This design comes from an exercise in tuning for small area, a short achievable clock period and few clock cycles per item on the open sky130 flow, not from production work.
RTL that was checked went through simulation tests only; none was proved equivalent to the original.
No functional check of the RTL was part of run 1.
Power figures rest on the tool's default switching activity, not on a simulated workload.

--- standard.sh ---
#!/bin/bash
# synth_recipe.tcl (not shown) runs the flow's synth.tcl, then flattens the netlist and writes it again
# the make line also repeats each setting of config.mk as NAME=value (left out here)
make -C /OpenROAD-flow-scripts/flow DESIGN_CONFIG=/design/flow/config.mk WORK_HOME=/design/flow/orfs CLKGATE_MAP_FILE= SYNTH_SCRIPT=/design/flow/synth_recipe.tcl "${@:-finish}"
--- constraint.sdc ---
create_clock -name core_clock -period 10.0 [get_ports {ACLK}]
set_input_delay 2.0000 -clock core_clock [delete_from_list [all_inputs] [get_ports {ACLK}]]
set_output_delay 2.0000 -clock core_clock [all_outputs]
set_load 0.01 [all_outputs]
--- flow/run.sh ---
#!/bin/bash
set -e
echo "export SETUP_SLACK_MARGIN = 6.6" >> "$FLOW_CONFIG"
echo "export BUFFER_PORTS_ARGS = -buffer_cell sky130_fd_sc_hd__buf_2" >> "$FLOW_CONFIG"
bash standard.sh > standard.log 2>&1
--- design.v ---
module requant_pack #(
  parameter int MULT_W = 16,
  parameter int LANES  = 4
) (
  input  logic              ACLK,
  input  logic              ARESETN,
  input  logic [31:0]       SD_AXIS_TDATA,
  input  logic              SD_AXIS_TVALID,
  input  logic              SD_AXIS_TLAST,
  output logic              SD_AXIS_TREADY,
  input  logic [MULT_W-1:0] CFG_MULT,
  input  logic [4:0]        CFG_SHIFT,
  input  logic [7:0]        CFG_ZP,
  output logic [31:0]       MO_AXIS_TDATA,
  output logic [3:0]        MO_AXIS_TKEEP,
  output logic              MO_AXIS_TLAST,
  output logic              MO_AXIS_TVALID,
  input  logic              MO_AXIS_TREADY
);
  logic [7:0] p1_q, p2_q, n1_q;    
  logic       t8_q;                
  logic [4:0] sh_q;
  logic [7:0] zp_q;
  logic [7:0] rp1, rp2, rn1;
  logic [8:0] rc;                  
  logic [7:0] rg, rpp, rcy;
  always_comb begin
    for (int j = 0; j < 8; j++) begin
      rg[j]  = CFG_MULT[2*j+1] & CFG_MULT[2*j];
      rpp[j] = CFG_MULT[2*j+1];
    end
  end
  rp_ks8c u_rcarry (.g(rg), .p(rpp), .c(rcy));
  always_comb begin
    rc = {rcy, 1'b0};
    for (int j = 0; j < 8; j++) begin
      rp1[j]   = (CFG_MULT[2*j +: 2] == 2'd1 && !rc[j]) || (CFG_MULT[2*j +: 2] == 2'd0 && rc[j]);
      rp2[j]   = (CFG_MULT[2*j +: 2] == 2'd2 && !rc[j]) || (CFG_MULT[2*j +: 2] == 2'd1 && rc[j]);
      rn1[j]   = (CFG_MULT[2*j +: 2] == 2'd3 && !rc[j]) || (CFG_MULT[2*j +: 2] == 2'd2 && rc[j]);
    end
  end
  always_ff @(posedge ACLK) begin
    p1_q <= rp1;
    p2_q <= rp2;
    n1_q <= rn1;
    t8_q <= rc[8];
    sh_q <= CFG_SHIFT;
    zp_q <= CFG_ZP;
  end
  logic       in_xfer;
  logic [3:0] cred_q;
  logic       rdy_q;
  logic       pack;            
  logic [3:0] cred_d;
  assign SD_AXIS_TREADY = rdy_q;
  assign in_xfer        = SD_AXIS_TVALID && rdy_q;
  always_comb begin
    cred_d = cred_q;
    if (in_xfer && !pack)      cred_d = {cred_q[2:0], 1'b1};
    else if (!in_xfer && pack) cred_d = {1'b0, cred_q[3:1]};
  end
  always_ff @(posedge ACLK or negedge ARESETN) begin
    if (!ARESETN) begin
      cred_q <= 4'd0;
      rdy_q  <= 1'b0;          
    end else begin
      cred_q <= cred_d;
      rdy_q  <= !cred_d[3];
    end
  end
  logic [31:0] a_q;
  logic        v1_q, l1_q;
  always_ff @(posedge ACLK) begin
    a_q  <= SD_AXIS_TDATA;
    l1_q <= SD_AXIS_TLAST;
  end
  logic [33:0] ax, ax2;
  logic [33:0] nr0, nr1, nr2, nr3, nr4, nr5, nr6, nr7;
  logic [31:0] nr8;
  logic        pr033, pr133, pr233, pr333, pr433, pr533, pr633, pr733, pr831;
  logic [7:0]  nneg;
  assign ax  = {{2{a_q[31]}}, a_q};
  assign ax2 = {a_q[31], a_q, 1'b0};
  logic [33:0] nax;
  assign nax = ~ax;
  for (genvar i = 0; i < 34; i++) begin : g_sel0
    rp_sel u (.d1(p1_q[0]), .a1(ax[i]), .d2(p2_q[0]), .a2(ax2[i]), .dn(n1_q[0]), .an(nax[i]),
              .y(nr0[i]));
  end
  for (genvar i = 0; i < 34; i++) begin : g_sel1
    rp_sel u (.d1(p1_q[1]), .a1(ax[i]), .d2(p2_q[1]), .a2(ax2[i]), .dn(n1_q[1]), .an(nax[i]),
              .y(nr1[i]));
  end
  for (genvar i = 0; i < 34; i++) begin : g_sel2
    rp_sel u (.d1(p1_q[2]), .a1(ax[i]), .d2(p2_q[2]), .a2(ax2[i]), .dn(n1_q[2]), .an(nax[i]),
              .y(nr2[i]));
  end
  for (genvar i = 0; i < 34; i++) begin : g_sel3
    rp_sel u (.d1(p1_q[3]), .a1(ax[i]), .d2(p2_q[3]), .a2(ax2[i]), .dn(n1_q[3]), .an(nax[i]),
              .y(nr3[i]));
  end
  for (genvar i = 0; i < 34; i++) begin : g_sel4
    rp_sel u (.d1(p1_q[4]), .a1(ax[i]), .d2(p2_q[4]), .a2(ax2[i]), .dn(n1_q[4]), .an(nax[i]),
              .y(nr4[i]));
  end
  for (genvar i = 0; i < 34; i++) begin : g_sel5
    rp_sel u (.d1(p1_q[5]), .a1(ax[i]), .d2(p2_q[5]), .a2(ax2[i]), .dn(n1_q[5]), .an(nax[i]),
              .y(nr5[i]));
  end
  for (genvar i = 0; i < 34; i++) begin : g_sel6
    rp_sel u (.d1(p1_q[6]), .a1(ax[i]), .d2(p2_q[6]), .a2(ax2[i]), .dn(n1_q[6]), .an(nax[i]),
              .y(nr6[i]));
  end
  for (genvar i = 0; i < 34; i++) begin : g_sel7
    rp_sel u (.d1(p1_q[7]), .a1(ax[i]), .d2(p2_q[7]), .a2(ax2[i]), .dn(n1_q[7]), .an(nax[i]),
              .y(nr7[i]));
  end
  assign nr8 = ~({32{t8_q}} & a_q);
  assign pr033 = ~nr0[33];
  assign pr133 = ~nr1[33];
  assign pr233 = ~nr2[33];
  assign pr333 = ~nr3[33];
  assign pr433 = ~nr4[33];
  assign pr533 = ~nr5[33];
  assign pr633 = ~nr6[33];
  assign pr733 = ~nr7[33];
  assign pr831 = ~nr8[31];
  assign nneg  = ~n1_q;
  logic ts1, tc1, ts2, tc2, ts3, tc3, ts4, tc4, ts5, tc5, ts6, tc6;
  logic ts7, tc7, ts8, tc8, ts9, tc9, ts10, tc10, ts11, tc11, ts12, tc12;
  logic ts13, tc13, ts14, tc14, ts15, tc15, ts16, tc16, ts17, tc17, ts18, tc18;
  logic ts19, tc19, ts20, tc20, ts21, tc21, ts22, tc22, ts23, tc23, ts24, tc24;
  logic ts25, tc25, ts26, tc26, ts27, tc27, ts28, tc28, ts29, tc29, ts30, tc30;
  logic ts31, tc31, ts32, tc32, ts33, tc33, ts34, tc34, ts35, tc35, ts36, tc36;
  logic ts37, tc37, ts38, tc38, ts39, tc39, ts40, tc40, ts41, tc41, ts42, tc42;
  logic ts43, tc43, ts44, tc44, ts45, tc45, ts46, tc46, ts47, tc47, ts48, tc48;
  logic ts49, tc49, ts50, tc50, ts51, tc51, ts52, tc52, ts53, tc53, ts54, tc54;
  logic ts55, tc55, ts56, tc56, ts57, tc57, ts58, tc58, ts59, tc59, ts60, tc60;
  logic ts61, tc61, ts62, tc62, ts63, tc63, ts64, tc64, ts65, tc65, ts66, tc66;
  logic ts67, tc67, ts68, tc68, ts69, tc69, ts70, tc70, ts71, tc71, ts72, tc72;
  logic ts73, tc73, ts74, tc74, ts75, tc75, ts76, tc76, ts77, tc77, ts78, tc78;
  logic ts79, tc79, ts80, tc80, ts81, tc81, ts82, tc82, ts83, tc83, ts84, tc84;
  logic ts85, tc85, ts86, tc86, ts87, tc87, ts88, tc88, ts89, tc89, ts90, tc90;
  logic ts91, tc91, ts92, tc92, ts93, tc93, ts94, tc94, ts95, tc95, ts96, tc96;
  logic ts97, tc97, ts98, tc98, ts99, tc99, ts100, tc100, ts101, tc101, ts102, tc102;
  logic ts103, tc103, ts104, tc104, ts105, tc105, ts106, tc106, ts107, tc107, ts108, tc108;
  logic ts109, tc109, ts110, tc110, ts111, tc111, ts112, tc112, ts113, tc113, ts114, tc114;
  logic ts115, tc115, ts116, tc116, ts117, tc117, ts118, tc118, ts119, tc119, ts120, tc120;
  logic ts121, tc121, ts122, tc122, ts123, tc123, ts124, tc124, ts125, tc125, ts126, tc126;
  logic ts127, tc127, ts128, tc128, ts129, tc129, ts130, tc130, ts131, tc131, ts132, tc132;
  logic ts133, tc133, ts134, tc134, ts135, tc135, ts136, tc136, ts137, tc137, ts138, tc138;
  logic ts139, tc139, ts140, tc140, ts141, tc141, ts142, tc142, ts143, tc143, ts144, tc144;
  logic ts145, tc145, ts146, tc146, ts147, tc147, ts148, tc148, ts149, tc149, ts150, tc150;
  logic ts151, tc151, ts152, tc152, ts153, tc153, ts154, tc154, ts155, tc155, ts156, tc156;
  logic ts157, tc157, ts158, tc158, ts159, tc159, ts160, tc160, ts161, tc161, ts162, tc162;
  logic ts163, tc163, ts164, tc164, ts165, tc165, ts166, tc166, ts167, tc167, ts168, tc168;
  logic ts169, tc169, ts170, tc170, ts171, tc171, ts172, tc172, ts173, tc173, ts174, tc174;
  logic ts175, tc175, ts176, tc176, ts177, tc177, ts178, tc178, ts179, tc179, ts180, tc180;
  logic ts181, tc181, ts182, tc182, ts183, tc183, ts184, tc184, ts185, tc185, ts186, tc186;
  logic ts187, tc187, ts188, tc188, ts189, tc189, ts190, tc190, ts191, tc191, ts192, tc192;
  logic ts193, tc193, ts194, tc194, ts195, tc195, ts196, tc196, ts197, tc197, ts198, tc198;
  logic ts199, tc199, ts200, tc200, ts201, tc201, ts202, tc202, ts203, tc203, ts204, tc204;
  logic ts205, tc205, ts206, tc206, ts207, tc207, ts208, tc208, ts209, tc209, ts210, tc210;
  logic ts211, tc211, ts212, tc212, ts213, tc213, ts214, tc214, ts215, tc215, ts216, tc216;
  logic ts217, tc217, ts218, tc218, ts219, tc219, ts220, tc220, ts221, tc221, ts222, tc222;
  logic ts223, tc223, ts224, tc224, ts225, tc225, ts226, tc226, ts227, tc227, ts228, tc228;
  logic ts229, tc229, ts230, tc230, ts231, tc231, ts232, tc232, ts233, tc233, ts234, tc234;
  logic ts235, tc235, ts236, tc236, ts237, tc237, ts238, tc238, ts239, tc239, ts240, tc240;
  logic ts241, tc241, ts242, tc242, ts243, tc243, ts244, tc244, ts245, tc245;
  assign ts1 = ~(nr0[10] ^ nr1[8]);
  assign tc1 = nr0[10] | nr1[8];
  assign ts2 = ~(nr0[11] ^ nr1[9]);
  assign tc2 = nr0[11] | nr1[9];
  rp_fa u_fa3 (.x(nr0[12]), .y(nr1[10]), .z(nr2[8]), .s(ts3), .c(tc3));
  assign ts4 = ~(nr3[6] ^ nr4[4]);
  assign tc4 = nr3[6] | nr4[4];
  rp_fa u_fa5 (.x(nr0[13]), .y(nr1[11]), .z(nr2[9]), .s(ts5), .c(tc5));
  assign ts6 = ~(nr3[7] ^ nr4[5]);
  assign tc6 = nr3[7] | nr4[5];
  rp_fa u_fa7 (.x(nr0[14]), .y(nr1[12]), .z(nr2[10]), .s(ts7), .c(tc7));
  rp_fa u_fa8 (.x(nr3[8]), .y(nr4[6]), .z(nr5[4]), .s(ts8), .c(tc8));
  assign ts9 = ~(nr6[2] ^ nr7[0]);
  assign tc9 = nr6[2] | nr7[0];
  rp_fa u_fa10 (.x(nr0[15]), .y(nr1[13]), .z(nr2[11]), .s(ts10), .c(tc10));
  rp_fa u_fa11 (.x(nr3[9]), .y(nr4[7]), .z(nr5[5]), .s(ts11), .c(tc11));
  assign ts12 = ~(nr6[3] ^ nr7[1]);
  assign tc12 = nr6[3] | nr7[1];
  rp_fa u_fa13 (.x(nr0[16]), .y(nr1[14]), .z(nr2[12]), .s(ts13), .c(tc13));
  rp_fa u_fa14 (.x(nr3[10]), .y(nr4[8]), .z(nr5[6]), .s(ts14), .c(tc14));
  rp_fa u_fa15 (.x(nr6[4]), .y(nr7[2]), .z(nr8[0]), .s(ts15), .c(tc15));
  rp_fa u_fa16 (.x(nr0[17]), .y(nr1[15]), .z(nr2[13]), .s(ts16), .c(tc16));
  rp_fa u_fa17 (.x(nr3[11]), .y(nr4[9]), .z(nr5[7]), .s(ts17), .c(tc17));
  rp_fa u_fa18 (.x(nr6[5]), .y(nr7[3]), .z(nr8[1]), .s(ts18), .c(tc18));
  rp_fa u_fa19 (.x(nr0[18]), .y(nr1[16]), .z(nr2[14]), .s(ts19), .c(tc19));
  rp_fa u_fa20 (.x(nr3[12]), .y(nr4[10]), .z(nr5[8]), .s(ts20), .c(tc20));
  rp_fa u_fa21 (.x(nr6[6]), .y(nr7[4]), .z(nr8[2]), .s(ts21), .c(tc21));
  rp_fa u_fa22 (.x(nr0[19]), .y(nr1[17]), .z(nr2[15]), .s(ts22), .c(tc22));
  rp_fa u_fa23 (.x(nr3[13]), .y(nr4[11]), .z(nr5[9]), .s(ts23), .c(tc23));
  rp_fa u_fa24 (.x(nr6[7]), .y(nr7[5]), .z(nr8[3]), .s(ts24), .c(tc24));
  rp_fa u_fa25 (.x(nr0[20]), .y(nr1[18]), .z(nr2[16]), .s(ts25), .c(tc25));
  rp_fa u_fa26 (.x(nr3[14]), .y(nr4[12]), .z(nr5[10]), .s(ts26), .c(tc26));
  rp_fa u_fa27 (.x(nr6[8]), .y(nr7[6]), .z(nr8[4]), .s(ts27), .c(tc27));
  rp_fa u_fa28 (.x(nr0[21]), .y(nr1[19]), .z(nr2[17]), .s(ts28), .c(tc28));
  rp_fa u_fa29 (.x(nr3[15]), .y(nr4[13]), .z(nr5[11]), .s(ts29), .c(tc29));
  rp_fa u_fa30 (.x(nr6[9]), .y(nr7[7]), .z(nr8[5]), .s(ts30), .c(tc30));
  rp_fa u_fa31 (.x(nr0[22]), .y(nr1[20]), .z(nr2[18]), .s(ts31), .c(tc31));
  rp_fa u_fa32 (.x(nr3[16]), .y(nr4[14]), .z(nr5[12]), .s(ts32), .c(tc32));
  rp_fa u_fa33 (.x(nr6[10]), .y(nr7[8]), .z(nr8[6]), .s(ts33), .c(tc33));
  rp_fa u_fa34 (.x(nr0[23]), .y(nr1[21]), .z(nr2[19]), .s(ts34), .c(tc34));
  rp_fa u_fa35 (.x(nr3[17]), .y(nr4[15]), .z(nr5[13]), .s(ts35), .c(tc35));
  rp_fa u_fa36 (.x(nr6[11]), .y(nr7[9]), .z(nr8[7]), .s(ts36), .c(tc36));
  rp_fa u_fa37 (.x(nr0[24]), .y(nr1[22]), .z(nr2[20]), .s(ts37), .c(tc37));
  rp_fa u_fa38 (.x(nr3[18]), .y(nr4[16]), .z(nr5[14]), .s(ts38), .c(tc38));
  rp_fa u_fa39 (.x(nr6[12]), .y(nr7[10]), .z(nr8[8]), .s(ts39), .c(tc39));
  rp_fa u_fa40 (.x(nr0[25]), .y(nr1[23]), .z(nr2[21]), .s(ts40), .c(tc40));
  rp_fa u_fa41 (.x(nr3[19]), .y(nr4[17]), .z(nr5[15]), .s(ts41), .c(tc41));
  rp_fa u_fa42 (.x(nr6[13]), .y(nr7[11]), .z(nr8[9]), .s(ts42), .c(tc42));
  rp_fa u_fa43 (.x(nr0[26]), .y(nr1[24]), .z(nr2[22]), .s(ts43), .c(tc43));
  rp_fa u_fa44 (.x(nr3[20]), .y(nr4[18]), .z(nr5[16]), .s(ts44), .c(tc44));
  rp_fa u_fa45 (.x(nr6[14]), .y(nr7[12]), .z(nr8[10]), .s(ts45), .c(tc45));
  rp_fa u_fa46 (.x(nr0[27]), .y(nr1[25]), .z(nr2[23]), .s(ts46), .c(tc46));
  rp_fa u_fa47 (.x(nr3[21]), .y(nr4[19]), .z(nr5[17]), .s(ts47), .c(tc47));
  rp_fa u_fa48 (.x(nr6[15]), .y(nr7[13]), .z(nr8[11]), .s(ts48), .c(tc48));
  rp_fa u_fa49 (.x(nr0[28]), .y(nr1[26]), .z(nr2[24]), .s(ts49), .c(tc49));
  rp_fa u_fa50 (.x(nr3[22]), .y(nr4[20]), .z(nr5[18]), .s(ts50), .c(tc50));
  rp_fa u_fa51 (.x(nr6[16]), .y(nr7[14]), .z(nr8[12]), .s(ts51), .c(tc51));
  rp_fa u_fa52 (.x(nr0[29]), .y(nr1[27]), .z(nr2[25]), .s(ts52), .c(tc52));
  rp_fa u_fa53 (.x(nr3[23]), .y(nr4[21]), .z(nr5[19]), .s(ts53), .c(tc53));
  rp_fa u_fa54 (.x(nr6[17]), .y(nr7[15]), .z(nr8[13]), .s(ts54), .c(tc54));
  rp_fa u_fa55 (.x(nr0[30]), .y(nr1[28]), .z(nr2[26]), .s(ts55), .c(tc55));
  rp_fa u_fa56 (.x(nr3[24]), .y(nr4[22]), .z(nr5[20]), .s(ts56), .c(tc56));
  rp_fa u_fa57 (.x(nr6[18]), .y(nr7[16]), .z(nr8[14]), .s(ts57), .c(tc57));
  rp_fa u_fa58 (.x(nr0[31]), .y(nr1[29]), .z(nr2[27]), .s(ts58), .c(tc58));
  rp_fa u_fa59 (.x(nr3[25]), .y(nr4[23]), .z(nr5[21]), .s(ts59), .c(tc59));
  rp_fa u_fa60 (.x(nr6[19]), .y(nr7[17]), .z(nr8[15]), .s(ts60), .c(tc60));
  rp_fa u_fa61 (.x(nr0[32]), .y(nr1[30]), .z(nr2[28]), .s(ts61), .c(tc61));
  rp_fa u_fa62 (.x(nr3[26]), .y(nr4[24]), .z(nr5[22]), .s(ts62), .c(tc62));
  rp_fa u_fa63 (.x(nr6[20]), .y(nr7[18]), .z(nr8[16]), .s(ts63), .c(tc63));
  rp_fa u_fa64 (.x(nr1[31]), .y(nr2[29]), .z(nr3[27]), .s(ts64), .c(tc64));
  rp_fa u_fa65 (.x(nr4[25]), .y(nr5[23]), .z(nr6[21]), .s(ts65), .c(tc65));
  rp_fa u_fa66 (.x(nr7[19]), .y(nr8[17]), .z(nr0[33]), .s(ts66), .c(tc66));
  rp_fa u_fa67 (.x(nr1[32]), .y(nr2[30]), .z(nr3[28]), .s(ts67), .c(tc67));
  rp_fa u_fa68 (.x(nr4[26]), .y(nr5[24]), .z(nr6[22]), .s(ts68), .c(tc68));
  rp_fa u_fa69 (.x(nr7[20]), .y(nr8[18]), .z(nr0[33]), .s(ts69), .c(tc69));
  rp_fa u_fa70 (.x(pr133), .y(nr2[31]), .z(nr3[29]), .s(ts70), .c(tc70));
  rp_fa u_fa71 (.x(nr4[27]), .y(nr5[25]), .z(nr6[23]), .s(ts71), .c(tc71));
  rp_fa u_fa72 (.x(nr7[21]), .y(nr8[19]), .z(pr033), .s(ts72), .c(tc72));
  rp_fa u_fa73 (.x(nr2[32]), .y(nr3[30]), .z(nr4[28]), .s(ts73), .c(tc73));
  rp_fa u_fa74 (.x(nr5[26]), .y(nr6[24]), .z(nr7[22]), .s(ts74), .c(tc74));
  assign ts75 = ~(nr8[20] ^ 1'b0);
  assign tc75 = nr8[20] | 1'b0;
  rp_fa u_fa76 (.x(pr233), .y(nr3[31]), .z(nr4[29]), .s(ts76), .c(tc76));
  rp_fa u_fa77 (.x(nr5[27]), .y(nr6[25]), .z(nr7[23]), .s(ts77), .c(tc77));
  rp_fa u_fa78 (.x(nr3[32]), .y(nr4[30]), .z(nr5[28]), .s(ts78), .c(tc78));
  assign ts79 = ~(nr6[26] ^ nr7[24]);
  assign tc79 = nr6[26] | nr7[24];
  rp_fa u_fa80 (.x(pr333), .y(nr4[31]), .z(nr5[29]), .s(ts80), .c(tc80));
  assign ts81 = ~(nr4[32] ^ nr5[30]);
  assign tc81 = nr4[32] | nr5[30];
  assign ts82 = ~(nr0[6] ^ nr1[4]);
  assign tc82 = nr0[6] | nr1[4];
  assign ts83 = ~(nr0[7] ^ nr1[5]);
  assign tc83 = nr0[7] | nr1[5];
  rp_fa u_fa84 (.x(nr0[8]), .y(nr1[6]), .z(nr2[4]), .s(ts84), .c(tc84));
  assign ts85 = ~(nr3[2] ^ nr4[0]);
  assign tc85 = nr3[2] | nr4[0];
  rp_fa u_fa86 (.x(nr0[9]), .y(nr1[7]), .z(nr2[5]), .s(ts86), .c(tc86));
  assign ts87 = ~(nr3[3] ^ nr4[1]);
  assign tc87 = nr3[3] | nr4[1];
  rp_fa u_fa88 (.x(nr2[6]), .y(nr3[4]), .z(nr4[2]), .s(ts88), .c(tc88));
  rp_fa u_fa89 (.x(nr5[0]), .y(nneg[5]), .z(ts1), .s(ts89), .c(tc89));
  rp_fa u_fa90 (.x(nr2[7]), .y(nr3[5]), .z(nr4[3]), .s(ts90), .c(tc90));
  rp_fa u_fa91 (.x(nr5[1]), .y(tc1), .z(ts2), .s(ts91), .c(tc91));
  rp_fa u_fa92 (.x(nr5[2]), .y(nr6[0]), .z(nneg[6]), .s(ts92), .c(tc92));
  rp_fa u_fa93 (.x(tc2), .y(ts3), .z(ts4), .s(ts93), .c(tc93));
  rp_fa u_fa94 (.x(nr5[3]), .y(nr6[1]), .z(tc3), .s(ts94), .c(tc94));
  rp_fa u_fa95 (.x(tc4), .y(ts5), .z(ts6), .s(ts95), .c(tc95));
  rp_fa u_fa96 (.x(nneg[7]), .y(tc5), .z(tc6), .s(ts96), .c(tc96));
  rp_fa u_fa97 (.x(ts7), .y(ts8), .z(ts9), .s(ts97), .c(tc97));
  rp_fa u_fa98 (.x(tc7), .y(tc8), .z(tc9), .s(ts98), .c(tc98));
  rp_fa u_fa99 (.x(ts10), .y(ts11), .z(ts12), .s(ts99), .c(tc99));
  rp_fa u_fa100 (.x(tc10), .y(tc11), .z(tc12), .s(ts100), .c(tc100));
  rp_fa u_fa101 (.x(ts13), .y(ts14), .z(ts15), .s(ts101), .c(tc101));
  rp_fa u_fa102 (.x(tc13), .y(tc14), .z(tc15), .s(ts102), .c(tc102));
  rp_fa u_fa103 (.x(ts16), .y(ts17), .z(ts18), .s(ts103), .c(tc103));
  rp_fa u_fa104 (.x(tc16), .y(tc17), .z(tc18), .s(ts104), .c(tc104));
  rp_fa u_fa105 (.x(ts19), .y(ts20), .z(ts21), .s(ts105), .c(tc105));
  rp_fa u_fa106 (.x(tc19), .y(tc20), .z(tc21), .s(ts106), .c(tc106));
  rp_fa u_fa107 (.x(ts22), .y(ts23), .z(ts24), .s(ts107), .c(tc107));
  rp_fa u_fa108 (.x(tc22), .y(tc23), .z(tc24), .s(ts108), .c(tc108));
  rp_fa u_fa109 (.x(ts25), .y(ts26), .z(ts27), .s(ts109), .c(tc109));
  rp_fa u_fa110 (.x(tc25), .y(tc26), .z(tc27), .s(ts110), .c(tc110));
  rp_fa u_fa111 (.x(ts28), .y(ts29), .z(ts30), .s(ts111), .c(tc111));
  rp_fa u_fa112 (.x(tc28), .y(tc29), .z(tc30), .s(ts112), .c(tc112));
  rp_fa u_fa113 (.x(ts31), .y(ts32), .z(ts33), .s(ts113), .c(tc113));
  rp_fa u_fa114 (.x(tc31), .y(tc32), .z(tc33), .s(ts114), .c(tc114));
  rp_fa u_fa115 (.x(ts34), .y(ts35), .z(ts36), .s(ts115), .c(tc115));
  rp_fa u_fa116 (.x(tc34), .y(tc35), .z(tc36), .s(ts116), .c(tc116));
  rp_fa u_fa117 (.x(ts37), .y(ts38), .z(ts39), .s(ts117), .c(tc117));
  rp_fa u_fa118 (.x(tc37), .y(tc38), .z(tc39), .s(ts118), .c(tc118));
  rp_fa u_fa119 (.x(ts40), .y(ts41), .z(ts42), .s(ts119), .c(tc119));
  rp_fa u_fa120 (.x(tc40), .y(tc41), .z(tc42), .s(ts120), .c(tc120));
  rp_fa u_fa121 (.x(ts43), .y(ts44), .z(ts45), .s(ts121), .c(tc121));
  rp_fa u_fa122 (.x(tc43), .y(tc44), .z(tc45), .s(ts122), .c(tc122));
  rp_fa u_fa123 (.x(ts46), .y(ts47), .z(ts48), .s(ts123), .c(tc123));
  rp_fa u_fa124 (.x(tc46), .y(tc47), .z(tc48), .s(ts124), .c(tc124));
  rp_fa u_fa125 (.x(ts49), .y(ts50), .z(ts51), .s(ts125), .c(tc125));
  rp_fa u_fa126 (.x(tc49), .y(tc50), .z(tc51), .s(ts126), .c(tc126));
  rp_fa u_fa127 (.x(ts52), .y(ts53), .z(ts54), .s(ts127), .c(tc127));
  rp_fa u_fa128 (.x(tc52), .y(tc53), .z(tc54), .s(ts128), .c(tc128));
  rp_fa u_fa129 (.x(ts55), .y(ts56), .z(ts57), .s(ts129), .c(tc129));
  rp_fa u_fa130 (.x(tc55), .y(tc56), .z(tc57), .s(ts130), .c(tc130));
  rp_fa u_fa131 (.x(ts58), .y(ts59), .z(ts60), .s(ts131), .c(tc131));
  rp_fa u_fa132 (.x(tc58), .y(tc59), .z(tc60), .s(ts132), .c(tc132));
  rp_fa u_fa133 (.x(ts61), .y(ts62), .z(ts63), .s(ts133), .c(tc133));
  rp_fa u_fa134 (.x(tc61), .y(tc62), .z(tc63), .s(ts134), .c(tc134));
  rp_fa u_fa135 (.x(ts64), .y(ts65), .z(ts66), .s(ts135), .c(tc135));
  rp_fa u_fa136 (.x(tc64), .y(tc65), .z(tc66), .s(ts136), .c(tc136));
  rp_fa u_fa137 (.x(ts67), .y(ts68), .z(ts69), .s(ts137), .c(tc137));
  rp_fa u_fa138 (.x(tc67), .y(tc68), .z(tc69), .s(ts138), .c(tc138));
  rp_fa u_fa139 (.x(ts70), .y(ts71), .z(ts72), .s(ts139), .c(tc139));
  rp_fa u_fa140 (.x(tc70), .y(tc71), .z(tc72), .s(ts140), .c(tc140));
  rp_fa u_fa141 (.x(ts73), .y(ts74), .z(ts75), .s(ts141), .c(tc141));
  rp_fa u_fa142 (.x(nr8[21]), .y(tc73), .z(tc74), .s(ts142), .c(tc142));
  rp_fa u_fa143 (.x(tc75), .y(ts76), .z(ts77), .s(ts143), .c(tc143));
  rp_fa u_fa144 (.x(nr8[22]), .y(1'b0), .z(tc76), .s(ts144), .c(tc144));
  rp_fa u_fa145 (.x(tc77), .y(ts78), .z(ts79), .s(ts145), .c(tc145));
  rp_fa u_fa146 (.x(nr6[27]), .y(nr7[25]), .z(nr8[23]), .s(ts146), .c(tc146));
  rp_fa u_fa147 (.x(tc78), .y(tc79), .z(ts80), .s(ts147), .c(tc147));
  rp_fa u_fa148 (.x(nr6[28]), .y(nr7[26]), .z(nr8[24]), .s(ts148), .c(tc148));
  rp_fa u_fa149 (.x(1'b0), .y(tc80), .z(ts81), .s(ts149), .c(tc149));
  rp_fa u_fa150 (.x(pr433), .y(nr5[31]), .z(nr6[29]), .s(ts150), .c(tc150));
  rp_fa u_fa151 (.x(nr7[27]), .y(nr8[25]), .z(tc81), .s(ts151), .c(tc151));
  rp_fa u_fa152 (.x(nr5[32]), .y(nr6[30]), .z(nr7[28]), .s(ts152), .c(tc152));
  assign ts153 = ~(nr8[26] ^ 1'b0);
  assign tc153 = nr8[26] | 1'b0;
  rp_fa u_fa154 (.x(pr533), .y(nr6[31]), .z(nr7[29]), .s(ts154), .c(tc154));
  assign ts155 = ~(nr6[32] ^ nr7[30]);
  assign tc155 = nr6[32] | nr7[30];
  assign ts156 = ~(nr0[4] ^ nr1[2]);
  assign tc156 = nr0[4] | nr1[2];
  assign ts157 = ~(nr0[5] ^ nr1[3]);
  assign tc157 = nr0[5] | nr1[3];
  rp_fa u_fa158 (.x(nr2[2]), .y(nr3[0]), .z(nneg[3]), .s(ts158), .c(tc158));
  rp_fa u_fa159 (.x(nr2[3]), .y(nr3[1]), .z(tc82), .s(ts159), .c(tc159));
  rp_fa u_fa160 (.x(nneg[4]), .y(tc83), .z(ts84), .s(ts160), .c(tc160));
  rp_fa u_fa161 (.x(tc84), .y(tc85), .z(ts86), .s(ts161), .c(tc161));
  rp_fa u_fa162 (.x(tc86), .y(tc87), .z(ts88), .s(ts162), .c(tc162));
  rp_fa u_fa163 (.x(tc88), .y(tc89), .z(ts90), .s(ts163), .c(tc163));
  rp_fa u_fa164 (.x(tc90), .y(tc91), .z(ts92), .s(ts164), .c(tc164));
  rp_fa u_fa165 (.x(tc92), .y(tc93), .z(ts94), .s(ts165), .c(tc165));
  rp_fa u_fa166 (.x(tc94), .y(tc95), .z(ts96), .s(ts166), .c(tc166));
  rp_fa u_fa167 (.x(tc96), .y(tc97), .z(ts98), .s(ts167), .c(tc167));
  rp_fa u_fa168 (.x(tc98), .y(tc99), .z(ts100), .s(ts168), .c(tc168));
  rp_fa u_fa169 (.x(tc100), .y(tc101), .z(ts102), .s(ts169), .c(tc169));
  rp_fa u_fa170 (.x(tc102), .y(tc103), .z(ts104), .s(ts170), .c(tc170));
  rp_fa u_fa171 (.x(tc104), .y(tc105), .z(ts106), .s(ts171), .c(tc171));
  rp_fa u_fa172 (.x(tc106), .y(tc107), .z(ts108), .s(ts172), .c(tc172));
  rp_fa u_fa173 (.x(tc108), .y(tc109), .z(ts110), .s(ts173), .c(tc173));
  rp_fa u_fa174 (.x(tc110), .y(tc111), .z(ts112), .s(ts174), .c(tc174));
  rp_fa u_fa175 (.x(tc112), .y(tc113), .z(ts114), .s(ts175), .c(tc175));
  rp_fa u_fa176 (.x(tc114), .y(tc115), .z(ts116), .s(ts176), .c(tc176));
  rp_fa u_fa177 (.x(tc116), .y(tc117), .z(ts118), .s(ts177), .c(tc177));
  rp_fa u_fa178 (.x(tc118), .y(tc119), .z(ts120), .s(ts178), .c(tc178));
  rp_fa u_fa179 (.x(tc120), .y(tc121), .z(ts122), .s(ts179), .c(tc179));
  rp_fa u_fa180 (.x(tc122), .y(tc123), .z(ts124), .s(ts180), .c(tc180));
  rp_fa u_fa181 (.x(tc124), .y(tc125), .z(ts126), .s(ts181), .c(tc181));
  rp_fa u_fa182 (.x(tc126), .y(tc127), .z(ts128), .s(ts182), .c(tc182));
  rp_fa u_fa183 (.x(tc128), .y(tc129), .z(ts130), .s(ts183), .c(tc183));
  rp_fa u_fa184 (.x(tc130), .y(tc131), .z(ts132), .s(ts184), .c(tc184));
  rp_fa u_fa185 (.x(tc132), .y(tc133), .z(ts134), .s(ts185), .c(tc185));
  rp_fa u_fa186 (.x(tc134), .y(tc135), .z(ts136), .s(ts186), .c(tc186));
  rp_fa u_fa187 (.x(tc136), .y(tc137), .z(ts138), .s(ts187), .c(tc187));
  rp_fa u_fa188 (.x(tc138), .y(tc139), .z(ts140), .s(ts188), .c(tc188));
  rp_fa u_fa189 (.x(tc140), .y(tc141), .z(ts142), .s(ts189), .c(tc189));
  rp_fa u_fa190 (.x(tc142), .y(tc143), .z(ts144), .s(ts190), .c(tc190));
  rp_fa u_fa191 (.x(tc144), .y(tc145), .z(ts146), .s(ts191), .c(tc191));
  rp_fa u_fa192 (.x(tc146), .y(tc147), .z(ts148), .s(ts192), .c(tc192));
  rp_fa u_fa193 (.x(tc148), .y(tc149), .z(ts150), .s(ts193), .c(tc193));
  rp_fa u_fa194 (.x(tc150), .y(tc151), .z(ts152), .s(ts194), .c(tc194));
  rp_fa u_fa195 (.x(nr8[27]), .y(tc152), .z(tc153), .s(ts195), .c(tc195));
  rp_fa u_fa196 (.x(nr8[28]), .y(1'b0), .z(tc154), .s(ts196), .c(tc196));
  rp_fa u_fa197 (.x(pr633), .y(nr7[31]), .z(nr8[29]), .s(ts197), .c(tc197));
  assign ts198 = ~(nr7[32] ^ nr8[30]);
  assign tc198 = nr7[32] | nr8[30];
  assign ts199 = ~(pr733 ^ pr831);
  assign tc199 = pr733 | pr831;
  assign ts200 = ~(nr0[2] ^ nr1[0]);
  assign tc200 = nr0[2] | nr1[0];
  assign ts201 = ~(nr0[3] ^ nr1[1]);
  assign tc201 = nr0[3] | nr1[1];
  rp_fa u_fa202 (.x(nr2[0]), .y(nneg[2]), .z(ts156), .s(ts202), .c(tc202));
  rp_fa u_fa203 (.x(nr2[1]), .y(tc156), .z(ts157), .s(ts203), .c(tc203));
  rp_fa u_fa204 (.x(ts82), .y(tc157), .z(ts158), .s(ts204), .c(tc204));
  rp_fa u_fa205 (.x(ts83), .y(tc158), .z(ts159), .s(ts205), .c(tc205));
  rp_fa u_fa206 (.x(ts85), .y(tc159), .z(ts160), .s(ts206), .c(tc206));
  rp_fa u_fa207 (.x(ts87), .y(tc160), .z(ts161), .s(ts207), .c(tc207));
  rp_fa u_fa208 (.x(ts89), .y(tc161), .z(ts162), .s(ts208), .c(tc208));
  rp_fa u_fa209 (.x(ts91), .y(tc162), .z(ts163), .s(ts209), .c(tc209));
  rp_fa u_fa210 (.x(ts93), .y(tc163), .z(ts164), .s(ts210), .c(tc210));
  rp_fa u_fa211 (.x(ts95), .y(tc164), .z(ts165), .s(ts211), .c(tc211));
  rp_fa u_fa212 (.x(ts97), .y(tc165), .z(ts166), .s(ts212), .c(tc212));
  rp_fa u_fa213 (.x(ts99), .y(tc166), .z(ts167), .s(ts213), .c(tc213));
  rp_fa u_fa214 (.x(ts101), .y(tc167), .z(ts168), .s(ts214), .c(tc214));
  rp_fa u_fa215 (.x(ts103), .y(tc168), .z(ts169), .s(ts215), .c(tc215));
  rp_fa u_fa216 (.x(ts105), .y(tc169), .z(ts170), .s(ts216), .c(tc216));
  rp_fa u_fa217 (.x(ts107), .y(tc170), .z(ts171), .s(ts217), .c(tc217));
  rp_fa u_fa218 (.x(ts109), .y(tc171), .z(ts172), .s(ts218), .c(tc218));
  rp_fa u_fa219 (.x(ts111), .y(tc172), .z(ts173), .s(ts219), .c(tc219));
  rp_fa u_fa220 (.x(ts113), .y(tc173), .z(ts174), .s(ts220), .c(tc220));
  rp_fa u_fa221 (.x(ts115), .y(tc174), .z(ts175), .s(ts221), .c(tc221));
  rp_fa u_fa222 (.x(ts117), .y(tc175), .z(ts176), .s(ts222), .c(tc222));
  rp_fa u_fa223 (.x(ts119), .y(tc176), .z(ts177), .s(ts223), .c(tc223));
  rp_fa u_fa224 (.x(ts121), .y(tc177), .z(ts178), .s(ts224), .c(tc224));
  rp_fa u_fa225 (.x(ts123), .y(tc178), .z(ts179), .s(ts225), .c(tc225));
  rp_fa u_fa226 (.x(ts125), .y(tc179), .z(ts180), .s(ts226), .c(tc226));
  rp_fa u_fa227 (.x(ts127), .y(tc180), .z(ts181), .s(ts227), .c(tc227));
  rp_fa u_fa228 (.x(ts129), .y(tc181), .z(ts182), .s(ts228), .c(tc228));
  rp_fa u_fa229 (.x(ts131), .y(tc182), .z(ts183), .s(ts229), .c(tc229));
  rp_fa u_fa230 (.x(ts133), .y(tc183), .z(ts184), .s(ts230), .c(tc230));
  rp_fa u_fa231 (.x(ts135), .y(tc184), .z(ts185), .s(ts231), .c(tc231));
  rp_fa u_fa232 (.x(ts137), .y(tc185), .z(ts186), .s(ts232), .c(tc232));
  rp_fa u_fa233 (.x(ts139), .y(tc186), .z(ts187), .s(ts233), .c(tc233));
  rp_fa u_fa234 (.x(ts141), .y(tc187), .z(ts188), .s(ts234), .c(tc234));
  rp_fa u_fa235 (.x(ts143), .y(tc188), .z(ts189), .s(ts235), .c(tc235));
  rp_fa u_fa236 (.x(ts145), .y(tc189), .z(ts190), .s(ts236), .c(tc236));
  rp_fa u_fa237 (.x(ts147), .y(tc190), .z(ts191), .s(ts237), .c(tc237));
  rp_fa u_fa238 (.x(ts149), .y(tc191), .z(ts192), .s(ts238), .c(tc238));
  rp_fa u_fa239 (.x(ts151), .y(tc192), .z(ts193), .s(ts239), .c(tc239));
  rp_fa u_fa240 (.x(ts153), .y(tc193), .z(ts194), .s(ts240), .c(tc240));
  rp_fa u_fa241 (.x(ts154), .y(tc194), .z(ts195), .s(ts241), .c(tc241));
  rp_fa u_fa242 (.x(ts155), .y(tc195), .z(ts196), .s(ts242), .c(tc242));
  rp_fa u_fa243 (.x(tc155), .y(tc196), .z(ts197), .s(ts243), .c(tc243));
  rp_fa u_fa244 (.x(1'b0), .y(tc197), .z(ts198), .s(ts244), .c(tc244));
  rp_fa u_fa245 (.x(1'b0), .y(tc198), .z(ts199), .s(ts245), .c(tc245));
  logic [47:0] nra, nrb;
  assign nra = {tc244, tc243, tc242, tc241, tc240, tc239, tc238, tc237, tc236, tc235, tc234, tc233, tc232, tc231, tc230, tc229, tc228, tc227, tc226, tc225, tc224, tc223, tc222, tc221, tc220, tc219, tc218, tc217, tc216, tc215, tc214, tc213, tc212, tc211, tc210, tc209, tc208, tc207, tc206, tc205, tc204, tc203, tc202, tc201, tc200, nneg[1], nr0[1], nr0[0]};
  assign nrb = {ts245, ts244, ts243, ts242, ts241, ts240, ts239, ts238, ts237, ts236, ts235, ts234, ts233, ts232, ts231, ts230, ts229, ts228, ts227, ts226, ts225, ts224, ts223, ts222, ts221, ts220, ts219, ts218, ts217, ts216, ts215, ts214, ts213, ts212, ts211, ts210, ts209, ts208, ts207, ts206, ts205, ts204, ts203, ts202, ts201, ts200, 1'b1, nneg[0]};
  logic [47:0] nra_q, nrb_q;
  logic        v2_q, l2_q;
  always_ff @(posedge ACLK) begin
    nra_q <= nra;
    nrb_q <= nrb;
    l2_q  <= l1_q;
  end
  logic [47:0] p;
  logic [48:0] px;
  logic [12:0] win4;           
  logic [4:0]  gz, go;
  logic [48:0] psum;
  assign psum = {nra_q, 1'b1} + {nrb_q, 1'b1};
  assign p    = ~psum[48:1];
  assign px = {p, 1'b0};
  always_comb begin
    win4 = 13'(px >> {sh_q[4:2], 2'b00});
    for (int g = 0; g < 5; g++) begin
      gz[g] = 1'b1;
      go[g] = 1'b1;
      for (int i = 8 + 8 * g; i < 16 + 8 * g && i < 47; i++) begin
        if (i >= 39 || 5'(i - 8) >= sh_q) begin
          gz[g] = gz[g] & ~p[i];
          go[g] = go[g] & p[i];
        end
      end
    end
  end
  logic [12:0] win4_q;
  logic [4:0]  gz_q, go_q;
  logic        sgn_q;
  logic        v3_q, l3_q;
  always_ff @(posedge ACLK) begin
    win4_q <= win4;
    gz_q   <= gz;
    go_q   <= go;
    sgn_q  <= p[47];
    l3_q   <= l2_q;
  end
  always_ff @(posedge ACLK or negedge ARESETN) begin
    if (!ARESETN) begin
      v1_q <= 1'b0;
      v2_q <= 1'b0;
      v3_q <= 1'b0;
    end else begin
      v1_q <= in_xfer;
      v2_q <= v1_q;
      v3_q <= v2_q;
    end
  end
  logic [9:0] win;             
  logic [9:0] v;
  logic [7:0] q;
  logic       ovf;
  assign ovf = sgn_q ? !(&go_q) : !(&gz_q);
  logic [9:0] zsum;
  rp_ks10 u_zadd (
    .x  ({win[9], win[9:1]}),
    .y  ({{2{zp_q[7]}}, zp_q}),
    .ci (win[0]),
    .s  (zsum)
  );
  always_comb begin
    win = 10'(win4_q >> sh_q[1:0]);
    v = zsum;
    if (ovf)                           q = sgn_q ? 8'h80 : 8'h7F;
    else if (!v[9] && v[8:7] != 2'b00) q = 8'h7F;
    else if (v[9] && v[8:7] != 2'b11)  q = 8'h80;
    else                               q = v[7:0];
  end
  logic [8:0] fifo_q [4];
  logic [2:0] wp_q, rp_q;
  logic       fempty;
  logic       can_pack, fifo_push, fifo_pop;
  logic [7:0] pq;
  logic       pl;
  assign fempty    = (wp_q == rp_q);
  assign can_pack  = !MO_AXIS_TVALID || MO_AXIS_TREADY;
  assign fifo_pop  = can_pack && !fempty;
  assign fifo_push = v3_q && !(can_pack && fempty);
  assign pack      = can_pack && (!fempty || v3_q);
  assign {pl, pq}  = fempty ? {l3_q, q} : fifo_q[rp_q[1:0]];
  always_ff @(posedge ACLK) begin
    if (fifo_push) fifo_q[wp_q[1:0]] <= {l3_q, q};
  end
  always_ff @(posedge ACLK or negedge ARESETN) begin
    if (!ARESETN) begin
      wp_q <= 3'd0;
      rp_q <= 3'd0;
    end else begin
      if (fifo_push) wp_q <= wp_q + 3'd1;
      if (fifo_pop)  rp_q <= rp_q + 3'd1;
    end
  end
  logic [31:0] tdata_q;
  logic [3:1]  tkeep_q;
  logic        tlast_q, tvalid_q;
  logic [1:0]  lane_q;
  logic        done;
  assign done = (lane_q == 2'd3) || pl;
  always_ff @(posedge ACLK) begin
    if (pack) begin
      for (int k = 0; k < 4; k++) begin
        if (lane_q == 2'(k))     tdata_q[8*k +: 8] <= pq;
        else if (lane_q < 2'(k)) tdata_q[8*k +: 8] <= 8'd0;
      end
      for (int k = 1; k < 4; k++) tkeep_q[k] <= (lane_q >= 2'(k));
      tlast_q <= pl;
    end
  end
  always_ff @(posedge ACLK or negedge ARESETN) begin
    if (!ARESETN) begin
      lane_q   <= 2'd0;
      tvalid_q <= 1'b0;
    end else begin
      if (pack) begin
        lane_q   <= done ? 2'd0 : lane_q + 2'd1;
        tvalid_q <= done;
      end else if (MO_AXIS_TREADY) begin
        tvalid_q <= 1'b0;
      end
    end
  end
  assign MO_AXIS_TDATA  = tdata_q;
  assign MO_AXIS_TKEEP  = {tkeep_q, 1'b1};
  assign MO_AXIS_TLAST  = tlast_q;
  assign MO_AXIS_TVALID = tvalid_q;
endmodule
module rp_fa (
  input  logic x,
  input  logic y,
  input  logic z,
  output logic s,
  output logic c
);
  assign s = x ^ y ^ z;
  assign c = (x & y) | (x & z) | (y & z);
endmodule
module rp_gp (
  input  logic gh,
  input  logic ph,
  input  logic gl,
  input  logic pl,
  output logic g,
  output logic p
);
  assign g = gh | (ph & gl);
  assign p = ph & pl;
endmodule
module rp_g (
  input  logic gh,
  input  logic ph,
  input  logic gl,
  output logic g
);
  assign g = gh | (ph & gl);
endmodule
module rp_ks8c (
  input  logic [7:0] g,
  input  logic [7:0] p,
  output logic [7:0] c
);
  logic [7:0] g1, p1, g2, p2;
  assign g1[0] = g[0];
  assign p1[0] = p[0];
  for (genvar j = 1; j < 8; j++) begin : l1
    rp_gp u (.gh(g[j]), .ph(p[j]), .gl(g[j-1]), .pl(p[j-1]), .g(g1[j]), .p(p1[j]));
  end
  assign g2[1:0] = g1[1:0];
  assign p2[1:0] = p1[1:0];
  for (genvar j = 2; j < 8; j++) begin : l2
    rp_gp u (.gh(g1[j]), .ph(p1[j]), .gl(g1[j-2]), .pl(p1[j-2]), .g(g2[j]), .p(p2[j]));
  end
  assign c[3:0] = g2[3:0];
  for (genvar j = 4; j < 8; j++) begin : l3
    rp_g u (.gh(g2[j]), .ph(p2[j]), .gl(g2[j-4]), .g(c[j]));
  end
endmodule
module rp_ks10 (
  input  logic [9:0] x,
  input  logic [9:0] y,
  input  logic       ci,
  output logic [9:0] s
);
  logic [9:0] g0, p0, g1, p1, g2, p2, g3, p3, c;
  assign p0 = x ^ y;
  rp_g u_b0 (.gh(x[0] & y[0]), .ph(p0[0]), .gl(ci), .g(g0[0]));
  assign g0[9:1] = x[9:1] & y[9:1];
  assign g1[0] = g0[0];
  assign p1[0] = p0[0];
  for (genvar i = 1; i < 10; i++) begin : l1
    rp_gp u (.gh(g0[i]), .ph(p0[i]), .gl(g0[i-1]), .pl(p0[i-1]), .g(g1[i]), .p(p1[i]));
  end
  assign g2[1:0] = g1[1:0];
  assign p2[1:0] = p1[1:0];
  for (genvar i = 2; i < 10; i++) begin : l2
    rp_gp u (.gh(g1[i]), .ph(p1[i]), .gl(g1[i-2]), .pl(p1[i-2]), .g(g2[i]), .p(p2[i]));
  end
  assign g3[3:0] = g2[3:0];
  assign p3[3:0] = p2[3:0];
  for (genvar i = 4; i < 10; i++) begin : l3
    rp_gp u (.gh(g2[i]), .ph(p2[i]), .gl(g2[i-4]), .pl(p2[i-4]), .g(g3[i]), .p(p3[i]));
  end
  assign c[7:0] = g3[7:0];
  for (genvar i = 8; i < 10; i++) begin : l4
    rp_g u (.gh(g3[i]), .ph(p3[i]), .gl(g3[i-8]), .g(c[i]));
  end
  assign s = p0 ^ {c[8:0], ci};
endmodule
module rp_sel (
  input  logic d1,
  input  logic a1,
  input  logic d2,
  input  logic a2,
  input  logic dn,
  input  logic an,
  output logic y
);
  assign y = ~((d1 & a1) | (d2 & a2) | (dn & an));
endmodule
--- config.mk ---
export PLATFORM = sky130hd
export DESIGN_NAME = requant_pack
export DESIGN_NICKNAME = requant_pack
export VERILOG_FILES = /design/flow/design.v
export SDC_FILE = /design/flow/constraint.sdc
export NUM_CORES = 4
export LEC_CHECK = 0
export CAP_MARGIN = 20
export CORE_MARGIN = 2
export CORE_UTILIZATION = 40
export CTS_BUF_LIST = sky130_fd_sc_hd__clkbuf_8
export CTS_CLUSTER_DIAMETER = 60
export CTS_CLUSTER_SIZE = 20
export PLACE_DENSITY = 0.45
export SLEW_MARGIN = 20
export SYNTH_HIERARCHICAL = 1
export SYNTH_MINIMUM_KEEP_SIZE = 0
export SETUP_SLACK_MARGIN = 6.6
export BUFFER_PORTS_ARGS = -buffer_cell sky130_fd_sc_hd__buf_2
==> run_results.csv, run 1 <==
group,metric,value,unit
power_and_ir_drop,powerDensity,365,mW/mm^2
worst_setup_path,crit_end,"nrb_q[17]",
cts,path_clk_slew,0.10,ns
route,ant_nets,0,
route,drt-wirelength-per-cell,25.2,um
route,routed_wl,70.9,mm
global_routing,grt_pass1_wl,108,mm
synthesis,yosysWarnings,7,
worst_setup_path,rr_worst_depth,8,
worst_setup_path,startpoint_type,"flop",
layout,fin_nets,2473,
layout,nFillCells,4904,
global_routing,grt_antenna_before_repair,0,
hold_path,hold_class,"flop to flop",
worst_setup_path,path_class,"flop to flop",
cts,cts_tree,"built",
layout,diodes,0,
floorplanning,rows,84,
cts,cts_buffers,30,
cts,clock_latency,0.70,ns
floorplanning,initial_utilization,40.3,%
floorplanning,die_h,233,um
run_status,status,"finished clean",
floorplanning,io-pin-count,105,
worst_setup_path,crit_path_start,"a_q[16]",
worst_setup_path,regToRegSetupSlack,6.65,ns
cts,cts.path.max_buffers,3,
worst_setup_path,end_kind,"flop",
sta,finalSetupViolations,0,
route,drt_iter0_drc,3159,
sta,holdWs,0.324,ns
layout,fin_area,0.0248,sq mm
route,routed_via_density,6.30,
cts,cts_root_buf,"clkbuf_8",
worst_setup_path,cp_max_fo,18,
placement,place_congestion,0.838,
sta,period_needed,3.35,ns
global_routing,first_global_vias,17600,
placement,dp_hpwl,47.8,mm
run,maxCapViolations,0,
cts,clock_sinks,281,
synthesis,syn_inst,1880,
layout,drive_gt1_share,22.8,%
sta,tns,0,ns
sta,slew_viol_final,0,
sta,grt_setup_unrepaired,"true",
layout,finish.utilization,47.5,%
floorplanning,die_w,233,um
sta,fmax,0.299,GHz
synthesis,avgSynthCellArea,11.2,sq um
cts,h-tree-depth,1,
worst_setup_path,cp.arrival,3.92,ns
synthesis,synth_area,0.0210,sq mm
layout,area_delta_synth_final,17.8,%
sta,worst_clock_skew,0.0362,ns
floorplanning,core,0.0522,sq mm
sta,maxSlewHeadroom,36.2,%
route,num_vias,17700,
global_routing,grt-ovfl-total,0,
placement,dpl_cell_area,0.0224,sq mm
worst_setup_path,rr_endpoint,"nrb_q[17]",
worst_setup_path,r2r_start,"a_q[16]",
placement,io_buffers,103,
sta,hold_viol_final,0,
power_and_ir_drop,leakagePower,9.49,nW
power_and_ir_drop,design_power_total,9.05,mW
global_routing,track_usage,25.5,%
route,drc,0,
power_and_ir_drop,peakVddDrop,0.145,mV
global_routing,grt_max_degree,50,
route,firstDrtPassIters,12,
floorplanning,fp.dieArea,0.0544,sq mm
sta,worst_pin_slew,0.947,ns
worst_setup_path,required,10.57,ns
sta,period_share,33.5,%
-- layout by cell type, fill, tap and decap left out, types with 10 or more instances in the layout --
cell type and instances:
a211oi_1 10, a21o_1 54, a21oi_1 78, a222oi_1 273, and2_1 45, buf_2 104, buf_4 107, clkbuf_8 30
clkinvlp_4 26, conb_1 14, dfrtp_1 16, dfxtp_1 139, dfxtp_4 52, edfxtp_1 72, fa_1 213, fa_2 11
ha_1 76, inv_1 134, mux4_2 26, nand2_1 109, nand2b_1 15, nand3_1 20, nand4_1 12, nor2_1 73
nor2b_1 29, o211ai_1 10, o21ai_0 63, xnor2_1 35, xor2_1 29
-- through the flow --
step	instances	setup WS [ns]
2_1_floorplan	1892	6.47
3_3_place_gp	2646	5.75
3_5_place_dp	2646	5.72
4_1_cts	2720	6.60
5_1_grt	2810	6.52
6_report	2810	6.65
-- worst min-delay path by stage --
stage          from    to  slack [ns]  cells past startpoint
2_1_floorplan  l1_q  l2_q        0.31                      0
6_report       l1_q  l2_q        0.32                      0
3_3_place_gp   l1_q  l2_q        0.32                      0
3_5_place_dp   l1_q  l2_q        0.32                      0
5_1_grt        l1_q  l2_q        0.33                      0
4_1_cts        l1_q  l2_q        0.33                      0
-- registers in the layout (all words and copies together), names as in the netlist, 3 cells and up --
signal	count
gz_q	5
wp_q	3
p2_q	8
sh_q	5
n1_q	8
fifo_q	36
win4_q	13
rp_q	3
go_q	5
tkeep_q	3
a_q	32
tdata_q	32
p1_q	8
nrb_q	47
cred_q	4
nra_q	48
zp_q	8
-- worst max-delay path: stages (launching register included) --
cell	delay [ns]
dfxtp_1	0.36
buf_12	0.17
clkinvlp_4	0.16
buf_4	0.18
a222oi_1	0.41
fa_1	0.52
fa_1	0.42
fa_1	0.60
fa_1	0.42
-- layout make-up --
| class | instances | area, sq um | share of cell area (%) |
|---|---|---|---|
| clock buffers | 30 | 413 | 1.67 |
| flip-flops and latches | 281 | 6630 | 26.7 |
| clock inverters | 26 | 357 | 1.44 |
| repair inverters | 1 | 7.51 | 0.0303 |
| repair buffers | 222 | 1550 | 6.24 |
| well taps | 688 | 861 | 3.47 |
| inverters | 157 | 679 | 2.74 |
| multi-input cells | 1405 | 14300 | 57.7 |
-- metal layers --
metal,vias to the layer above,global-route usage [%],part of all wire [%]
met5,-,0,0
met4,0,6.57,2.5
met3,104,4.26,9.1
met2,915,40.2,45
met1,8877,36.5,43
li1,7806,-,-
-- where the power goes --
part	switching, mW	leakage (nW)	internal [mW]
logic	3.60	6.57	2.55
clock network	0.515	0.386	0.407
registers	0.298	2.54	1.68
total	4.41	9.49	4.64
-- what timing repair did --
item,CTS,global route
pin swaps,7,51
setup endpoints to repair,138,94
hold buffers,0,0
setup buffers,16,90
resized for setup,100,94
gates cloned,2,0
==> run 2: changes to the inputs <==
--- a/design.v
+++ b/design.v
@@ -62,7 +62,7 @@
   always_ff @(posedge ACLK or negedge ARESETN) begin
     if (!ARESETN) begin
       cred_q <= 4'd0;
-      rdy_q  <= 1'b0;          
+      rdy_q  <= 1'b1;
     end else begin
       cred_q <= cred_d;
       rdy_q  <= !cred_d[3];
--- a/config.mk
+++ b/config.mk
@@ -11,7 +11,6 @@
 export CTS_BUF_LIST = sky130_fd_sc_hd__clkbuf_8
 export CTS_CLUSTER_DIAMETER = 60
 export CTS_CLUSTER_SIZE = 20
-export PLACE_DENSITY = 0.45
 export SLEW_MARGIN = 20
 export SYNTH_HIERARCHICAL = 1
 export SYNTH_MINIMUM_KEEP_SIZE = 0
==> run 2 against run 1 <==
Against the previous run:
- largest power group unchanged
- setup slack got worse by 0.028 ns
- highest routed layer unchanged
- synthesized cell count did not move
- total power fell by 4.7%
- critical path depth rose by 2
- core utilization fell by 1.5 points
- via count fell by 0.41%
==> run_results.csv, run 2 <==
group,metric,value,unit
global_routing,grt-ovfl-total,0,
cts,cts.path.max_buffers,3,
layout,diodes,0,
layout,largest_reg_flops,48,
cts,clock_sinks,281,
worst_setup_path,cp_max_fo,4,
route,routed_via_density,6.39,
power_and_ir_drop,powerDensity,359,mW/mm^2
floorplanning,core,0.0522,sq mm
floorplanning,die_w,233,um
run_status,status,"finished clean",
sta,finalSetupViolations,0,
layout,drive_gt1_share,18.6,%
cts,cts_root_buf,"clkbuf_8",
worst_setup_path,end_kind,"flop",
sta,maxSlewHeadroom,34.6,%
global_routing,grt_max_degree,50,
route,firstDrtPassIters,23,
route,num_vias,17600,
global_routing,first_global_vias,17500,
synthesis,avgSynthCellArea,11.2,sq um
cts,cts_buffers,27,
worst_setup_path,cp.arrival,3.85,ns
worst_setup_path,startpoint_type,"flop",
cts,h-tree-depth,1,
synthesis,syn_inst,1880,
sta,tns,0,ns
synthesis,yosysWarnings,7,
cts,cts_hold_buf,0,
power_and_ir_drop,peakVddDrop,0.138,mV
layout,area_delta_synth_final,14.1,%
route,drt_iter0_drc,3537,
sta,holdWs,0.333,ns
placement,place_congestion,0.899,
power_and_ir_drop,leakagePower,9.24,nW
sta,worst_pin_slew,0.979,ns
global_routing,grt_pass1_wl,98.5,mm
floorplanning,initial_utilization,40.3,%
global_routing,grt_antenna_before_repair,0,
route,drt-wirelength-per-cell,22.8,um
route,drc,0,
sta,grt_setup_unrepaired,"true",
sta,period_needed,3.38,ns
sta,period_share,33.8,%
worst_setup_path,path_class,"flop to flop",
layout,fin_area,0.0240,sq mm
synthesis,synth_area,0.0210,sq mm
route,ant_nets,0,
cts,cts_tree,"built",
placement,dp_hpwl,43.0,mm
floorplanning,die_h,233,um
floorplanning,io-pin-count,105,
cts,clock_latency,0.67,ns
sta,slew_viol_final,0,
global_routing,track_usage,22.7,%
placement,dpl_cell_area,0.0225,sq mm
floorplanning,rows,84,
cts,path_clk_slew,0.11,ns
layout,final_cell_mix,"a222oi_1 (273), fa_1 (220), dfxtp_1 (157), inv_1 (150), nand2_1 (111)",
sta,worst_clock_skew,0.0782,ns
layout,final_common_cell,"a222oi_1",
route,routed_wl,62.9,mm
layout,regMostFlops,"nra_q",
layout,fin_nets,2426,
worst_setup_path,required,10.48,ns
placement,io_buffers,103,
floorplanning,fp.dieArea,0.0544,sq mm
sta,hold_viol_final,0,
hold_path,hold_class,"flop to flop",
sta,fmax,0.296,GHz
run,maxCapViolations,0,
run 2: metrics by stage:
stage | power (mW) | std cells | setup WS, ns | utilization (%)
after CTS | 8.31 | 2721 | 6.50 | 44.6
after floorplan | 5.87 | 1892 | 6.47 | -
after detailed placement | 7.42 | 2662 | 5.76 | 43.0
after global routing | 9.39 | 2759 | 6.53 | 46.0
after global placement | 7.33 | 2662 | 5.91 | 43.0
final | 8.63 | 2759 | 6.62 | 46.0
run 2: area by class of cell:
class                           instances  area [sq um]
Tap cell                              688           861
Multi-Input combinational cell       1405         14200
Inverter                              157           619
Timing Repair Buffer                  178          1110
Fill cell                            4875         28200
Clock buffer                           28           385
Clock inverter                         21           229
Sequential cell                       281          6560
Timing Repair inverter                  1          7.51
run 2: report_power, final:
part | leakage, nW | internal [mW] | switching, mW
sequential | 2.53 | 1.68 | 0.203
clock | 0.316 | 0.302 | 0.471
combinational | 6.40 | 2.46 | 3.51
run 2: repair_timing:
| action | in CTS | in global routing |
|---|---|---|
| setup endpoints to repair | 130 | 104 |
| hold endpoints to repair | 0 | 0 |
| resized for setup | 62 | 73 |
| buffers inserted | 9 | 38 |
| pin swaps | 4 | 21 |
| gates cloned | 1 | 0 |
run 2: path summary, 6_finish.rpt:
kind / to / cells past startpoint / slack (ns) / startpoint
min reg2reg: l3_q / 0 / 0.33 / l2_q
min in group asynchronous: cred_q[2] / 1 / 1.31 / ARESETN
max reg2reg: win4_q[4] / 10 / 6.62 / nra_q[6]
max in group asynchronous: rp_q[0] / 1 / 8.35 / ARESETN
max: win4_q[4] / 10 / 6.62 / nra_q[6]
min: l3_q / 0 / 0.33 / l2_q
run 2: critical path, stage by stage, from the launching register on:
cell and delay [ns]:
dfxtp_1 0.33, ha_1 0.37, a21oi_1 0.26, a21bo_2 0.26, and4_1 0.22, o2111ai_1 0.36
a31oi_1 0.21, xnor2_1 0.43, nand2_1 0.10, o21a_1 0.17, mux4_2 0.47
run 2: per-layer routing:
layer / wire length, um / global-route usage [%] / part of all wire [%] / vias up
met3: 6710 / 5.04 / 11 / 184
met2: 29200 / 37.5 / 46 / 1157
met5: 0 / 0 / 0 / -
met4: 2170 / 6.59 / 3.5 / 0
met1: 24900 / 29.9 / 40 / 8588
li1: - / - / - / 7700
Testbench counts of run 2, summed over its fixed seeds: cycles 16,416, items 16,384.
==> run 3: changes to the inputs <==
--- a/config.mk
+++ b/config.mk
@@ -7,10 +7,11 @@
 export LEC_CHECK = 0
 export CAP_MARGIN = 20
 export CORE_MARGIN = 2
-export CORE_UTILIZATION = 40
+export CORE_UTILIZATION = 50
 export CTS_BUF_LIST = sky130_fd_sc_hd__clkbuf_8
 export CTS_CLUSTER_DIAMETER = 60
 export CTS_CLUSTER_SIZE = 20
+export PLACE_DENSITY = 0.65
 export SLEW_MARGIN = 20
 export SYNTH_HIERARCHICAL = 1
 export SYNTH_MINIMUM_KEEP_SIZE = 0
==> run 3 against run 2 <==
Against the previous run:
- combinational power is essentially flat
- clock power grew 3.1%
- cell area shrank 0.34%
- flip-flop and latch count is the same
- non-clock buffer count grew 23
- still clean
- setup slack gained 0.012 ns
- global-route usage grew 4.3 points
==> run_results.csv, run 3 <==
group,metric,value,unit
placement,dp_hpwl,41.6,mm
layout,final_cell_mix,"a222oi_1 (273), fa_1 (220), dfxtp_1 (157), inv_1 (146), nand2_1 (110)",
sta,period_needed,3.36,ns
route,routed_via_density,6.79,
floorplanning,rows,75,
sta,worst_pin_slew,0.983,ns
global_routing,grt-ovfl-total,0,
sta,hold_viol_final,0,
sta,grt_setup_unrepaired,"true",
cts,cts_root_buf,"clkbuf_8",
layout,diodes,0,
worst_setup_path,path_class,"flop to flop",
sta,worst_clock_skew,0.0416,ns
route,drt-wirelength-per-cell,23.3,um
run,maxCapViolations,0,
worst_setup_path,rr_endpoint,"nrb_q[26]",
layout,fin_area,0.0239,sq mm
layout,nFillCells,3547,
sta,finalSetupViolations,0,
layout,fin_nets,2449,
power_and_ir_drop,powerDensity,360,mW/mm^2
power_and_ir_drop,peakVddDrop,0.191,mV
cts,cts_buffers,26,
layout,multi_input_area,0.0141,sq mm
worst_setup_path,cp_max_fo,15,
floorplanning,die_h,209,um
route,routed_wl,61.4,mm
route,drt_iter0_drc,4249,
hold_path,worst_hold_startpoint,"l2_q",
route,num_vias,17900,
floorplanning,io-pin-count,105,
power_and_ir_drop,leakagePower,9.34,nW
worst_setup_path,regToRegSetupSlack,6.64,ns
route,ant_nets,0,
placement,io_buffers,103,
sta,tns,0,ns
worst_setup_path,critPathSlowestCell,"fa_1",
floorplanning,fp.dieArea,0.0437,sq mm
layout,area_delta_synth_final,13.7,%
worst_setup_path,rr_worst_depth,6,
placement,place_congestion,0.907,
synthesis,yosysWarnings,7,
worst_setup_path,path_cells,"clkinvlp_4 -> a222oi_1 -> fa_1 -> fa_1 -> fa_1 -> fa_1",
worst_setup_path,startpoint_type,"flop",
layout,ff_latch_area,0.00655,sq mm
synthesis,avgSynthCellArea,11.2,sq um
cts,clock_latency,0.64,ns
worst_setup_path,crit_top_cell,"fa_1",
synthesis,synth_area,0.0210,sq mm
floorplanning,core,0.0418,sq mm
worst_setup_path,cp_slowest_stage_delay,0.57,ns
global_routing,track_usage,27.0,%
cts,cts_hold_buf,0,
route,drc,0,
synthesis,syn_inst,1880,
route,firstDrtPassIters,22,
cts,h-tree-depth,1,
cts,clock_sinks,281,
global_routing,grt_antenna_before_repair,1,
worst_setup_path,required,10.49,ns
worst_setup_path,crit_end,"nrb_q[26]",
layout,drive_gt1_share,19.2,%
worst_setup_path,end_kind,"flop",
floorplanning,die_w,209,um
run_status,status,"finished clean",
worst_setup_path,crit_path_start,"a_q[17]",
global_routing,grt_max_degree,50,
worst_setup_path,r2r_start,"a_q[17]",
layout,largest_reg_flops,48,
cts,cts.path.max_buffers,3,
sta,period_share,33.6,%
sta,slew_viol_final,0,
global_routing,first_global_vias,17400,
layout,final_common_cell,"a222oi_1",
worst_setup_path,cp.arrival,3.85,ns
cts,path_clk_slew,0.11,ns
sta,fmax,0.297,GHz
cts,cts_tree,"built",
sta,maxSlewHeadroom,34.4,%
placement,dpl_cell_area,0.0223,sq mm
layout,regMostFlops,"nra_q",
global_routing,grt_pass1_wl,95.1,mm
hold_path,hold_class,"flop to flop",
floorplanning,initial_utilization,50.4,%
[run 3: cell types whose count changed in the layout (fill, tap and decap cells not counted), moves of 3 or more]
cell        delta
clkinvlp_4     +5
inv_1          -4
clkinv_8       +3
clkinv_4       -3
xor2_1         +3
ha_4           -4
ha_1           +5
buf_4         +20
xor2_2         -3
[run 3: timing repair]
item	4_1_cts	5_1_grt
cloned	1	1
setup buffers	6	65
gates resized for setup	54	75
endpoints found under the setup margin	127	106
pin swaps	4	24
[run 3: worst max-delay path: cells and delay by family, from the launching register on]
family | cells | cell delay (ns)
buf+inv | 1 | 0.23
compound gates | 1 | 0.44
flops | 1 | 0.48
fa+ha+maj | 4 | 2.07
[run 3: per-layer routing]
layer	up-vias	wire, um	track usage (%)
li1	7747	-	-
met1	8547	24200	36.6
met2	1325	27500	43.4
met3	247	7210	6.15
met4	0	2470	7.96
met5	-	0	0.222
[run 3: cell type report]
class / count / area share, %
multi-input cells: 1405 / 59.0
clock inverters: 19 / 1.04
well taps: 539 / 2.82
flip-flops and latches: 281 / 27.4
inverters: 157 / 2.65
repair buffers: 201 / 5.36
clock buffers: 29 / 1.67
repair inverters: 2 / 0.0628
[run 3: worst min path at each step]
stage / cells past startpoint / end
2_1_floorplan: 0 / l2_q
4_1_cts: 0 / l3_q
6_report: 0 / l3_q
3_5_place_dp: 0 / l3_q
5_1_grt: 0 / l3_q
3_3_place_gp: 0 / l3_q
[run 3: where the power goes]
| group | internal, mW | total, mW | switching [mW] |
|---|---|---|---|
| Combinational | 2.43 | 5.95 | 3.52 |
| Clock | 0.333 | 0.797 | 0.463 |
| Sequential | 1.68 | 1.87 | 0.189 |
[run 3: metrics by stage]
step | worst slack [ns] | cells | utilization, % | hold WS [ns] | power, mW
5_1_grt | 6.51 | 2633 | 57.3 | 0.343 | 9.28
6_report | 6.64 | 2633 | 57.3 | 0.339 | 8.62
3_3_place_gp | 5.96 | 2512 | 53.3 | 0.314 | 7.28
4_1_cts | 6.60 | 2567 | 55.3 | 0.340 | 8.26
2_1_floorplan | 6.47 | 1892 | - | 0.310 | 5.87
3_5_place_dp | 5.83 | 2512 | 53.3 | 0.312 | 7.40

==> afterwards: timing with drivers on the ports <==
How much do the figures lean on ideal ports? The routed layouts below were timed once more, with nothing changed but the port constraints.
Step 1, drivers: a clkbuf_16 drives ACLK and a buf_2 each remaining input, both assumed.
Step 2 also shifts input and output timing later by t, the mid clock arrival at the registers, as if the neighbouring blocks saw the same clock.
Slacks: ideal ports / drivers / drivers and shift; pairs: ideal ports / drivers.
| run | shift t [ns] | setup slack, ns | hold slack, ns | worst data-port slew with drivers (ns) |
|---|---|---|---|---|
| run 1 | 0.740 | 6.652 / 6.648 / 6.257 | 0.324 / 0.324 / 0.324 | 0.06 |
| run 2 | 0.683 | 6.625 / 6.625 / 6.207 | 0.333 / 0.333 / 0.333 | 0.05 |
| run 3 | 0.669 | 6.637 / 6.637 / 6.224 | 0.339 / 0.339 / 0.339 | 0.06 |
After both steps every run listed still meets setup and hold. The setup slack of run 2, which loses most, moves by 0.000 ns with the drivers and by -0.418 ns with both steps.
